From an optimization exercise on the open Yosys and OpenROAD flow, aimed at small area; shortcuts taken in it are not production practice. Only simulation tests tie the RTL to the original design; equivalence was not proved. No activity file was given, so power comes from the tool's default toggle rates.

==> try-harbor <==
// fsmc_regs_top
module fsmc_regs_top (
    input  logic                      clk,
    input  logic                      rst_n,
    input  logic                      nadv,
    input  logic                      nwe,
    input  logic                      noe,
    input  logic [18-1:0] ad_bus,
    output logic [18-1:0] ad_drive,
    output logic                      ad_drive_en
);
export LEC_CHECK = 0
export CAP_MARGIN = 20
export CORE_MARGIN = 2
export CORE_UTILIZATION = 78
export SLEW_MARGIN = 20
export SYNTH_HIERARCHICAL = 1
create_clock -name core_clock -period 5.0 [get_ports {clk}]
standard.sh (not shown) runs the stock make flow with config.mk's settings and CLKGATE_MAP_FILE= SYNTH_SCRIPT=/design/flow/synth_recipe.tcl, a recipe that flattens the netlist after the stock synthesis.
==> flow/flow/run.sh <==
#!/bin/bash
# The standard layout (standard.sh) with three changes:
#  - synthesis and repair may use only drive strength 1 logic cells (buffers, inverters,
#    flip-flops and clock cells are not restricted): extra_dont_use.txt is added to the
#    platform's don't-use list
#  - ports are buffered with buf_1
#  - clock tree: clkbuf_8 leaf clusters of up to 20 sinks within 100 um, no dummy loads
set -euo pipefail
PLAT=$(make -s -C "$FLOW_HOME" DESIGN_CONFIG="$FLOW_CONFIG" WORK_HOME="$PWD/orfs" print-DONT_USE_CELLS 2>/dev/null | sed -n 's/^DONT_USE_CELLS: //p')
export DU="$PLAT $(cat flow/extra_dont_use.txt)"
export BUFFER_PORTS_ARGS="-buffer_cell sky130_fd_sc_hd__buf_1"
export CTS_ARGS="-sink_clustering_enable -repair_clock_nets -sink_clustering_size 20 -sink_clustering_max_diameter 100 -buf_list sky130_fd_sc_hd__clkbuf_8 -dont_use_dummy_load"
sed 's|"\${@:-finish}"|"DONT_USE_CELLS=$DU" "${@:-finish}"|' standard.sh > standard_du.sh
grep -q 'DONT_USE_CELLS=\$DU' standard_du.sh
echo "$DU" > dont_use.log
bash standard_du.sh > standard.log 2>&1
Other scripts of this flow, unchanged in this note and not shown: flow/flow/extra_dont_use.txt
==> try-umber (differences from try-harbor) <==
--- a/flow/design.v
+++ b/flow/design.v
@@ -29,11 +29,12 @@
     logic [dw-1:0] tap [rings];
     logic [dw-1:0] head [rings];     
     logic [dw-1:0] rword;
     logic [rings-1:0] rsel;
     logic [2:0]    phase_p;          
-    logic          en_d, ok, hold;
+    logic          rhit;
+    logic          en_d, cap;
     always_ff @(posedge clk or negedge rst_n) begin
         if (!rst_n) begin
             nadv_s   <= 1'b1;
             nwe_s    <= 1'b1;
             noe_hist <= '0;
@@ -96,28 +97,26 @@
                 q <= {q[n*dw-dw-1:0], tap[r]};
         end
     end
     fsmc_xnor2 ph_prev (.a (phase[0]), .b (phase[2]), .y (phase_p[2]));
     assign phase_p[1:0] = phase[2:1];
-    assign en_d = |noe_hist[3:1];
-    assign ok   = !(en_d && !nadv_s);
     fsmc_read_sel read_sel_i (
-        .k    (addr_q),
-        .ph   (phase_p),
-        .ok   (ok),
-        .hold (hold),
-        .sel  (rsel)
+        .k   (addr_q),
+        .ph  (phase_p),
+        .hit (rhit),
+        .sel (rsel)
     );
     fsmc_word_mux word_mux_i (
         .sel   (rsel),
         .words ({head[9], head[8], head[7], head[6], head[5], head[4], head[3], head[2], head[1], head[0]}),
-        .hold  (hold),
-        .held  (rdata_q),
         .word  (rword)
     );
+    assign en_d = |noe_hist[3:1];
+    assign cap  = rhit && !(en_d && !nadv_s);
     always_ff @(posedge clk) begin
-        rdata_q <= rword;
+        if (cap)
+            rdata_q <= rword;
     end
     assign ad_drive    = {2'b00, rdata_q};
     assign ad_drive_en = en_q;
 endmodule
 module fsmc_tap_hit (
@@ -140,35 +139,30 @@
     fsmc_or2  o_hit (.a (eq), .b (k63), .y (hit));
 endmodule
 module fsmc_read_sel (
     input  logic [5:0] k,
     input  logic [2:0] ph,
-    input  logic       ok,
-    output logic       hold,
+    output logic       hit,
     output logic [9:0] sel
 );
-    logic       hit, lo7, hi7, cap, nlo7, lo7x;
+    logic       lo7, hi7;
     logic [2:0] hn;
     fsmc_tap_hit th (.k (k), .ph (ph), .hit (hit), .lo7 (lo7), .hi7 (hi7));
-    fsmc_and2  a_cap  (.a (hit), .b (ok), .y (cap));
-    fsmc_nand2 n_hold (.a (hit), .b (ok), .y (hold));
-    fsmc_nand3 n_lo7  (.a (k[0]), .b (k[1]), .c (k[2]), .y (nlo7));
-    fsmc_nand2 n_lo7x (.a (nlo7), .b (cap), .y (lo7x));    
     for (genvar i = 0; i < 3; i++) begin : g_n
         fsmc_inv n (.a (k[3+i]), .y (hn[i]));
     end
     for (genvar r = 0; r < 8; r++) begin : g_r
         fsmc_nor4 d (
-            .a (lo7x),
+            .a (lo7),
             .b (r[0] ? hn[0] : k[3]),
             .c (r[1] ? hn[1] : k[4]),
             .d (r[2] ? hn[2] : k[5]),
             .y (sel[r])
         );
     end
-    fsmc_and3b a8 (.a_n (hi7), .b (lo7), .c (cap), .y (sel[8]));
-    fsmc_and3  a9 (.a (hi7), .b (lo7), .c (cap), .y (sel[9]));
+    fsmc_and2b a8 (.a_n (hi7), .b (lo7), .y (sel[8]));
+    fsmc_and2  a9 (.a (hi7), .b (lo7), .y (sel[9]));
 endmodule
 module fsmc_write_sel (
     input  logic [5:0] k,
     input  logic [2:0] ph,
     input  logic       wpend,
@@ -198,13 +192,10 @@
     fsmc_or2   o_8 (.a (g8), .b (clr), .y (we[8]));
     fsmc_a31o  o_9 (.a1 (wsel), .a2 (lo7), .a3 (hi7), .b1 (clr), .x (we[9]));
 endmodule
 module fsmc_inv   (input logic a, output logic y); assign y = !a; endmodule
 module fsmc_and2  (input logic a, b, output logic y); assign y = a && b; endmodule
-module fsmc_nand2 (input logic a, b, output logic y); assign y = !(a && b); endmodule
-module fsmc_nand3 (input logic a, b, c, output logic y); assign y = !(a && b && c); endmodule
-module fsmc_nand4 (input logic a, b, c, d, output logic y); assign y = !(a && b && c && d); endmodule
 module fsmc_and2b (input logic a_n, b, output logic y); assign y = !a_n && b; endmodule
 module fsmc_or2   (input logic a, b, output logic y); assign y = a || b; endmodule
 module fsmc_and3  (input logic a, b, c, output logic y); assign y = a && b && c; endmodule
 module fsmc_and3b (input logic a_n, b, c, output logic y); assign y = !a_n && b && c; endmodule
 module fsmc_nor4  (input logic a, b, c, d, output logic y); assign y = !(a || b || c || d); endmodule
@@ -214,39 +205,39 @@
 module fsmc_a41o  (input logic a1, a2, a3, a4, b1, output logic x); assign x = (a1 && a2 && a3 && a4) || b1; endmodule
 module fsmc_a31o  (input logic a1, a2, a3, b1, output logic x); assign x = (a1 && a2 && a3) || b1; endmodule
 module fsmc_word_mux (
     input  logic [9:0]       sel,
     input  logic [10*16-1:0] words,
-    input  logic             hold,
-    input  logic [15:0]      held,
     output logic [15:0]      word
 );
     for (genvar i = 0; i < 16; i++) begin : g_bit
-        logic [3:0] g;
+        logic [2:0] g;
         for (genvar j = 0; j < 3; j++) begin : g_grp
             fsmc_aoi222 aoi (
                 .a1 (sel[3*j]),   .a2 (words[(3*j)*16 + i]),
                 .b1 (sel[3*j+1]), .b2 (words[(3*j+1)*16 + i]),
                 .c1 (sel[3*j+2]), .c2 (words[(3*j+2)*16 + i]),
                 .y  (g[j])
             );
         end
-        fsmc_aoi22 aoi_h (
-            .a1 (sel[9]), .a2 (words[9*16 + i]),
-            .b1 (hold),   .b2 (held[i]),
-            .y  (g[3])
+        fsmc_nand3_andn fin (
+            .a  (g[0]),
+            .b  (g[1]),
+            .c  (g[2]),
+            .d1 (sel[9]),
+            .d2 (words[9*16 + i]),
+            .y  (word[i])
         );
-        fsmc_nand4 fin (.a (g[0]), .b (g[1]), .c (g[2]), .d (g[3]), .y (word[i]));
     end
 endmodule
 module fsmc_aoi222 (
     input  logic a1, a2, b1, b2, c1, c2,
     output logic y
 );
     assign y = !((a1 && a2) || (b1 && b2) || (c1 && c2));
 endmodule
-module fsmc_aoi22 (
-    input  logic a1, a2, b1, b2,
+module fsmc_nand3_andn (
+    input  logic a, b, c, d1, d2,
     output logic y
 );
-    assign y = !((a1 && a2) || (b1 && b2));
-endmodule
+    assign y = !(a && b && c && !(d1 && d2));
+endmodule
==> flow/flow/run.sh (replaced) <==
#!/bin/bash
# The standard layout (standard.sh) with three changes:
#  - synthesis and repair may use only drive strength 1 logic cells (buffers, inverters,
#    flip-flops and clock cells are not restricted): extra_dont_use.txt is added to the
#    platform's don't-use list
#  - ports are buffered with buf_1
#  - clock tree: clkbuf_8 leaf clusters of up to 21 sinks within 80 um, no dummy loads
set -euo pipefail
PLAT=$(make -s -C "$FLOW_HOME" DESIGN_CONFIG="$FLOW_CONFIG" WORK_HOME="$PWD/orfs" print-DONT_USE_CELLS 2>/dev/null | sed -n 's/^DONT_USE_CELLS: //p')
export DU="$PLAT $(cat flow/extra_dont_use.txt)"
export BUFFER_PORTS_ARGS="-buffer_cell sky130_fd_sc_hd__buf_1"
export CTS_ARGS="-sink_clustering_enable -repair_clock_nets -sink_clustering_size 22 -sink_clustering_max_diameter 70 -buf_list sky130_fd_sc_hd__clkbuf_8 -dont_use_dummy_load"
sed 's|"\${@:-finish}"|"DONT_USE_CELLS=$DU" "${@:-finish}"|' standard.sh > standard_du.sh
grep -q 'DONT_USE_CELLS=\$DU' standard_du.sh
echo "$DU" > dont_use.log
bash standard_du.sh > standard.log 2>&1
--- a/flow/config.mk
+++ b/flow/config.mk
@@ -5,8 +5,8 @@
 export SDC_FILE = /design/flow/constraint.sdc
 export NUM_CORES = 4
 export LEC_CHECK = 0
 export CAP_MARGIN = 20
 export CORE_MARGIN = 2
-export CORE_UTILIZATION = 78
+export CORE_UTILIZATION = 75
 export SLEW_MARGIN = 20
 export SYNTH_HIERARCHICAL = 1
==> try-nickel (differences from try-harbor) <==
==> flow/flow/run.sh (replaced) <==
#!/bin/bash
# The standard layout (standard.sh) with three changes:
#  - synthesis and repair may use only drive strength 1 logic cells (buffers, inverters,
#    flip-flops and clock cells are not restricted): extra_dont_use.txt is added to the
#    platform's don't-use list
#  - ports are buffered with buf_1
#  - clock tree: clkbuf_8 leaf clusters of up to 21 sinks within 80 um, no dummy loads
set -euo pipefail
PLAT=$(make -s -C "$FLOW_HOME" DESIGN_CONFIG="$FLOW_CONFIG" WORK_HOME="$PWD/orfs" print-DONT_USE_CELLS 2>/dev/null | sed -n 's/^DONT_USE_CELLS: //p')
export DU="$PLAT $(cat flow/extra_dont_use.txt)"
export BUFFER_PORTS_ARGS="-buffer_cell sky130_fd_sc_hd__buf_1"
export CTS_ARGS="-sink_clustering_enable -repair_clock_nets -sink_clustering_size 21 -sink_clustering_max_diameter 60 -buf_list sky130_fd_sc_hd__clkbuf_8 -dont_use_dummy_load"
sed 's|"\${@:-finish}"|"DONT_USE_CELLS=$DU" "${@:-finish}"|' standard.sh > standard_du.sh
grep -q 'DONT_USE_CELLS=\$DU' standard_du.sh
echo "$DU" > dont_use.log
bash standard_du.sh > standard.log 2>&1
--- a/flow/config.mk
+++ b/flow/config.mk
@@ -5,8 +5,8 @@
 export SDC_FILE = /design/flow/constraint.sdc
 export NUM_CORES = 4
 export LEC_CHECK = 0
 export CAP_MARGIN = 20
 export CORE_MARGIN = 2
-export CORE_UTILIZATION = 78
+export CORE_UTILIZATION = 75
 export SLEW_MARGIN = 20
 export SYNTH_HIERARCHICAL = 1
==> flow_summary.ini <==
[route]
dr.pass1.iters = 6

[run_status]
status = complete, no violations

[sta]
max_freq_mhz = 278
fin_worst_skew_ns = 0.0417
worst_pin_slew_ns = 1.11

[synthesis]
synth_edf_count = 28

[critical_path]
rrSetupSlack_ns = 1.40
crit_end = g_ring[5].q[3]$_DFF_P_

[power_and_ir_drop]
pwr_density_cell_mw_per_mm2 = 476
[end of results for try-nickel]
==> flow_summary.ini <==
[sta]
worst_pin_slew_ns = 1.13
max_freq_mhz = 269

[synthesis]
synth_top_family_by_area = multiplexers
ys.flop_type = dfxtp_1
synth_edf_count = 28
yosys-top-cells-area = dfxtp_1 (81%), mux2_1 (7.4%), edfxtp_1 (3.3%), dfrtp_1 (2.5%), a222oi_1 (1.9%)

[critical_path]
rrSetupSlack_ns = 1.29
crit_end = g_ring[3].q[12]$_DFF_P_

[route]
dr.pass1.iters = 6

[power_and_ir_drop]
pwr_density_cell_mw_per_mm2 = 478

[run_status]
status = complete, no violations
[end of results for try-harbor]
==> flow_summary.ini <==
[die]
die_h_um = 188

[sta]
fin_worst_skew_ns = 0.0762
worst_pin_slew_ns = 1.09
max_freq_mhz = 272

[power_and_ir_drop]
pwr_density_cell_mw_per_mm2 = 474

[finish]
nClkBuffers = 55
fillers = 1828

[run_status]
status = complete, no violations

[synthesis]
synth_edf_count = 44

[clocking]
htreeDepth = 2

[route]
via_per_inst = 5.26
dr.pass1.iters = 7

[global_route]
met1_usage = 0.360

[critical_path]
crit_end = g_ring[4].q[8]$_DFF_P_
cp.required_ns = 5.52
[end of results for try-umber]

---

==> inputs of run P <==
==> flow/design.v <==
`timescale 1ns/1ps
module fsmc_regs_top (
    input  logic                      clk,
    input  logic                      rst_n,
    input  logic                      nadv,
    input  logic                      nwe,
    input  logic                      noe,
    input  logic [18-1:0] ad_bus,
    output logic [18-1:0] ad_drive,
    output logic                      ad_drive_en
);
    localparam int dw    = 16;
    localparam int len   = 7;        
    localparam int rings = 10;
    logic          nadv_s, nwe_s;    
    logic [3:0]    noe_hist;         
    logic          en_q;
    logic [2:0]    phase;            
    logic          clr;              
    logic [5:0]    addr_q;           
    logic [5:0]    waddr_q;          
    logic [dw-1:0] wdata_q;          
    logic          wpend;
    logic          rpend;            
    logic [dw-1:0] rdata_q;
    logic          wr_end;
    logic [5:0]    waddr_d;
    logic [dw-1:0] wdata_d;
    logic          wact;
    logic [rings-1:0] wsel, rsel;    
    logic [dw-1:0] tap [rings];
    logic [dw-1:0] rtap;
    logic          rhit;
    function automatic logic [rings-1:0] at_tap(input logic [5:0] k, input logic [2:0] ph);
        at_tap = '0;
        if (k[2:0] != 3'd7)
            at_tap[k[5:3]] = (ph == k[2:0]);
        else if (k[5:3] != 3'd7)
            at_tap[8] = (ph == k[5:3]);
        else
            at_tap[9] = 1'b1;
    endfunction
    always_ff @(posedge clk or negedge rst_n) begin
        if (!rst_n) begin
            nadv_s   <= 1'b1;
            nwe_s    <= 1'b1;
            noe_hist <= '0;
            en_q     <= 1'b0;
        end else begin
            nadv_s   <= nadv;
            nwe_s    <= nwe;
            noe_hist <= {noe_hist[2:0], ~noe};
            en_q     <= |noe_hist[3:1];
        end
    end
    always_ff @(posedge clk) begin
        if (!nadv)
            addr_q <= {ad_bus[17:16], ad_bus[3:0]};
    end
    always_ff @(posedge clk or negedge rst_n) begin
        if (!rst_n) begin
            phase <= '0;
            clr   <= 1'b1;
        end else begin
            phase <= (phase == 3'(len - 1)) ? '0 : phase + 1'b1;
            if (phase == 3'(len - 1))
                clr <= 1'b0;
        end
    end
    assign wr_end  = nwe && !nwe_s;
    assign waddr_d = wr_end ? addr_q : waddr_q;
    assign wdata_d = wr_end ? ad_bus[dw-1:0] : wdata_q;
    assign wact    = wr_end || wpend;
    assign wsel    = wact ? at_tap(waddr_d, phase) : '0;
    always_ff @(posedge clk) begin
        waddr_q <= waddr_d;
    end
    always_ff @(posedge clk or negedge rst_n) begin
        if (!rst_n) begin
            wdata_q <= '0;    
            wpend   <= 1'b0;
        end else begin
            wdata_q <= wdata_d;
            wpend   <= wact && !(|wsel);
        end
    end
    for (genvar r = 0; r < rings; r++) begin : g_ring
        localparam int n = (r == rings - 1) ? 1 : len;
        logic [n*dw-1:0] q;
        logic            we;
        assign we     = clr || wsel[r];
        assign tap[r] = we ? wdata_d : q[n*dw-1 -: dw];
        always_ff @(posedge clk) begin
            if (n == 1)
                q <= tap[r];
            else
                q <= {q[n*dw-dw-1:0], tap[r]};
        end
    end
    assign rsel = at_tap(addr_q, phase);
    assign rhit = |rsel;
    always_comb begin
        rtap = '0;
        for (int r = 0; r < rings; r++)
            if (rsel[r])
                rtap = tap[r];
    end
    always_ff @(posedge clk or negedge rst_n) begin
        if (!rst_n)
            rpend <= 1'b0;
        else
            rpend <= (!nadv_s && nwe_s) || (rpend && !rhit);
    end
    always_ff @(posedge clk) begin
        if (rpend && rhit)
            rdata_q <= rtap;
    end
    assign ad_drive    = {2'b00, rdata_q};
    assign ad_drive_en = en_q;
endmodule
==> flow/run.sh <==
#!/bin/bash
# synth_recipe.tcl (not shown) runs the flow's synth.tcl, then flattens the netlist and writes it again
# the make line also repeats each setting of config.mk as NAME=value (left out here)
make -C /OpenROAD-flow-scripts/flow DESIGN_CONFIG=/design/flow/config.mk WORK_HOME=/design/flow/orfs CLKGATE_MAP_FILE= SYNTH_SCRIPT=/design/flow/synth_recipe.tcl finish
==> flow/config.mk <==
export PLATFORM = sky130hd
export DESIGN_NAME = fsmc_regs_top
export DESIGN_NICKNAME = fsmc_regs_top
export VERILOG_FILES = /design/flow/design.v
export SDC_FILE = /design/flow/constraint.sdc
export NUM_CORES = 4
export LEC_CHECK = 0
export CAP_MARGIN = 20
export CORE_MARGIN = 2
export CORE_UTILIZATION = 40
export CTS_BUF_LIST = sky130_fd_sc_hd__clkbuf_4
export SLEW_MARGIN = 20
==> flow/constraint.sdc <==
create_clock -name core_clock -period 5.0 [get_ports {clk}]
set_input_delay 1.0000 -clock core_clock [delete_from_list [all_inputs] [get_ports {clk}]]
set_output_delay 1.0000 -clock core_clock [all_outputs]
set_load 0.01 [all_outputs]
==> run E (differences from run P) <==
--- a/flow/design.v
+++ b/flow/design.v
@@ -28,7 +28,9 @@
     logic [dw-1:0] wdata_d;
     logic          wact;
-    logic [rings-1:0] wsel, rsel;    
+    logic [rings-1:0] wsel;          
     logic [dw-1:0] tap [rings];
-    logic [dw-1:0] rtap;
+    logic [dw-1:0] head [rings];     
+    logic [dw-1:0] rword;
+    logic [2:0]    phase_p;          
     logic          rhit;
     function automatic logic [rings-1:0] at_tap(input logic [5:0] k, input logic [2:0] ph);
@@ -89,6 +91,7 @@
         logic [n*dw-1:0] q;
         logic            we;
-        assign we     = clr || wsel[r];
-        assign tap[r] = we ? wdata_d : q[n*dw-1 -: dw];
+        assign we      = clr || wsel[r];
+        assign tap[r]  = we ? wdata_d : q[n*dw-1 -: dw];
+        assign head[r] = q[dw-1:0];
         always_ff @(posedge clk) begin
             if (n == 1)
@@ -98,11 +101,13 @@
         end
     end
-    assign rsel = at_tap(addr_q, phase);
-    assign rhit = |rsel;
+    assign phase_p = (phase == 3'd0) ? 3'(len - 1) : phase - 1'b1;
+    assign rhit    = |at_tap(addr_q, phase_p);
     always_comb begin
-        rtap = '0;
-        for (int r = 0; r < rings; r++)
-            if (rsel[r])
-                rtap = tap[r];
+        if (addr_q[2:0] != 3'd7)
+            rword = head[addr_q[5:3]];
+        else if (addr_q[5:3] != 3'd7)
+            rword = head[8];
+        else
+            rword = head[9];
     end
     always_ff @(posedge clk or negedge rst_n) begin
@@ -114,5 +119,5 @@
     always_ff @(posedge clk) begin
         if (rpend && rhit)
-            rdata_q <= rtap;
+            rdata_q <= rword;
     end
     assign ad_drive    = {2'b00, rdata_q};
==> flow/flow/run.sh (new file) <==
#!/bin/bash
# the standard layout with small port buffers and a clock tree without dummy loads
export BUFFER_PORTS_ARGS="-buffer_cell sky130_fd_sc_hd__buf_1"
export CTS_ARGS="-sink_clustering_enable -repair_clock_nets -sink_clustering_size 18 -sink_clustering_max_diameter 100 -buf_list sky130_fd_sc_hd__clkbuf_8 -dont_use_dummy_load"
bash standard.sh > standard.log 2>&1
==> flow/standard.sh (new file) <==
#!/bin/bash
# synth_recipe.tcl (not shown) runs the flow's synth.tcl, then flattens the netlist and writes it again
# the make line also repeats each setting of config.mk as NAME=value (left out here)
make -C /OpenROAD-flow-scripts/flow DESIGN_CONFIG=/design/flow/config.mk WORK_HOME=/design/flow/orfs CLKGATE_MAP_FILE= SYNTH_SCRIPT=/design/flow/synth_recipe.tcl "${@:-finish}"
Settings changed: CAP_MARGIN 20 to 0, CORE_UTILIZATION 40 to 65, CTS_BUF_LIST sky130_fd_sc_hd__clkbuf_4 to unset, SLEW_MARGIN 20 to 0.
removed: flow/run.sh
==> run F (differences from run P) <==
--- a/flow/design.v
+++ b/flow/design.v
@@ -25,10 +25,9 @@
     logic [dw-1:0] rdata_q;
     logic          wr_end;
-    logic [5:0]    waddr_d;
-    logic [dw-1:0] wdata_d;
-    logic          wact;
-    logic [rings-1:0] wsel, rsel;    
+    logic [rings-1:0] wsel;          
     logic [dw-1:0] tap [rings];
-    logic [dw-1:0] rtap;
+    logic [dw-1:0] head [rings];     
+    logic [dw-1:0] rword;
+    logic [2:0]    phase_p;          
     logic          rhit;
     function automatic logic [rings-1:0] at_tap(input logic [5:0] k, input logic [2:0] ph);
@@ -68,11 +67,9 @@
         end
     end
-    assign wr_end  = nwe && !nwe_s;
-    assign waddr_d = wr_end ? addr_q : waddr_q;
-    assign wdata_d = wr_end ? ad_bus[dw-1:0] : wdata_q;
-    assign wact    = wr_end || wpend;
-    assign wsel    = wact ? at_tap(waddr_d, phase) : '0;
+    assign wr_end = nwe && !nwe_s;
+    assign wsel   = wpend ? at_tap(waddr_q, phase) : '0;
     always_ff @(posedge clk) begin
-        waddr_q <= waddr_d;
+        if (wr_end)
+            waddr_q <= addr_q;
     end
     always_ff @(posedge clk or negedge rst_n) begin
@@ -81,6 +78,7 @@
             wpend   <= 1'b0;
         end else begin
-            wdata_q <= wdata_d;
-            wpend   <= wact && !(|wsel);
+            if (wr_end)
+                wdata_q <= ad_bus[dw-1:0];
+            wpend <= wr_end || (wpend && !(|wsel));
         end
     end
@@ -89,6 +87,7 @@
         logic [n*dw-1:0] q;
         logic            we;
-        assign we     = clr || wsel[r];
-        assign tap[r] = we ? wdata_d : q[n*dw-1 -: dw];
+        assign we      = clr || wsel[r];
+        assign tap[r]  = we ? wdata_q : q[n*dw-1 -: dw];
+        assign head[r] = q[dw-1:0];
         always_ff @(posedge clk) begin
             if (n == 1)
@@ -98,11 +97,13 @@
         end
     end
-    assign rsel = at_tap(addr_q, phase);
-    assign rhit = |rsel;
+    assign phase_p = (phase == 3'd0) ? 3'(len - 1) : phase - 1'b1;
+    assign rhit    = |at_tap(addr_q, phase_p);
     always_comb begin
-        rtap = '0;
-        for (int r = 0; r < rings; r++)
-            if (rsel[r])
-                rtap = tap[r];
+        if (addr_q[2:0] != 3'd7)
+            rword = head[addr_q[5:3]];
+        else if (addr_q[5:3] != 3'd7)
+            rword = head[8];
+        else
+            rword = head[9];
     end
     always_ff @(posedge clk or negedge rst_n) begin
@@ -114,5 +115,5 @@
     always_ff @(posedge clk) begin
         if (rpend && rhit)
-            rdata_q <= rtap;
+            rdata_q <= rword;
     end
     assign ad_drive    = {2'b00, rdata_q};
Settings changed: CORE_UTILIZATION 40 to 65, CTS_BUF_LIST sky130_fd_sc_hd__clkbuf_4 to sky130_fd_sc_hd__clkbuf_8, CTS_CLUSTER_DIAMETER set to 100, CTS_CLUSTER_SIZE set to 20.
==> results.txt <==
Result of the run: run F finished clean; run E finished clean; run P finished clean
Met1 GRT Util: run F 0.312; run E 0.324; run P 0.190
Upper clock frequency limit: run F 335 MHz; run E 290 MHz; run P 274 MHz
Synth unique cells: run F 52; run E 59; run P 63
Global-route total usage across every layer: run F 0.199; run E 0.214; run P 0.152
Setup clock skew after layout: run F 0.0229 ns; run E 0.0541 ns; run P 0.0663 ns
Worst skew pair latency: run F 0.69 ns; run E 0.63 ns; run P 1.05 ns
Non-clock inverter count in the final layout: run F 12; run E 12; run P 79
Multi-input gate share of the layout cell area: run F 0.141; run E 0.135; run P 0.124
Pin count of the biggest net entering global routing: run F 47; run E 50; run P 37
Multi-input combinational gate total: run F 378; run E 449; run P 554
Startpoint of the worst-slack reg-to-reg timing path: run F waddr_q[4]; run E addr_q[0]; run P addr_q[3]
Number of synthesized flops with an enable pin: run F 44; run E 38; run P 22
Critical path required time: run F 5.59 ns; run E 5.53 ns; run P 5.86 ns
Placeable core region: run F 0.0406 sq mm; run E 0.0397 sq mm; run P 0.0656 sq mm
Clock network fraction of total power: run F 0.268; run E 0.260; run P 0.367
Total power: run F 0.0131 W; run E 0.0139 W; run P 0.0176 W
Endpoint of the worst-slack reg-to-reg timing path: run F g_ring[8].q[1]; run E g_ring[3].q[5]; run P rdata_q[13]
Post-Route WL: run F 41.6 mm; run E 43.6 mm; run P 50.6 mm
Share of the clock period used by the worst path: run F 0.597; run E 0.689; run P 0.731
Synth-to-Final Area Change: run F 6.88%; run E 6.55%; run P 17.5%
CTS hold repair buffers: run F 0; run E 0; run P 1
Number of nets at the end of the flow: run F 1620; run E 1707; run P 2065
P_clk: run F 0.00349 W; run E 0.00361 W; run P 0.00648 W
Detailed route wirelength on metal2: run F 17.3 mm; run E 18.5 mm; run P 23.1 mm

-- re-timing with driven ports --
How much do the figures lean on ideal ports? The routed layouts below were timed once more, with nothing changed but the port constraints.
Step 1: set_driving_cell puts a clkbuf_16 on clk and a buf_2 on each other input, an assumption about the parent block.
Step 2, shift: input delay + t, output delay - t, t = (earliest + latest rising clock arrival at the registers) / 2. This alone moves slack from input paths to output paths.
Slacks: no drivers / after step 1 / after step 2; pairs: no drivers / after step 1.
run	t, ns	setup slack, ns	hold slack, ns
try-harbor	0.681	1.287 / 1.287 / 1.287	0.320 / 0.320 / 0.320
try-umber	0.649	1.329 / 1.329 / 1.329	0.238 / 0.238 / 0.238
try-nickel	0.696	1.400 / 1.400 / 1.400	0.285 / 0.285 / 0.285
run P	1.074	1.345 / 1.372 / 0.298	0.267 / 0.267 / 0.267
run E	0.666	1.557 / 1.557 / 0.961	0.259 / 0.259 / 0.259
run F	0.732	2.016 / 2.016 / 2.016	0.314 / 0.314 / 0.314
After both steps setup and hold are still met in every run listed. For run P, which loses most, drivers alone change the setup slack by +0.027 ns; drivers and shift together by -1.047 ns.
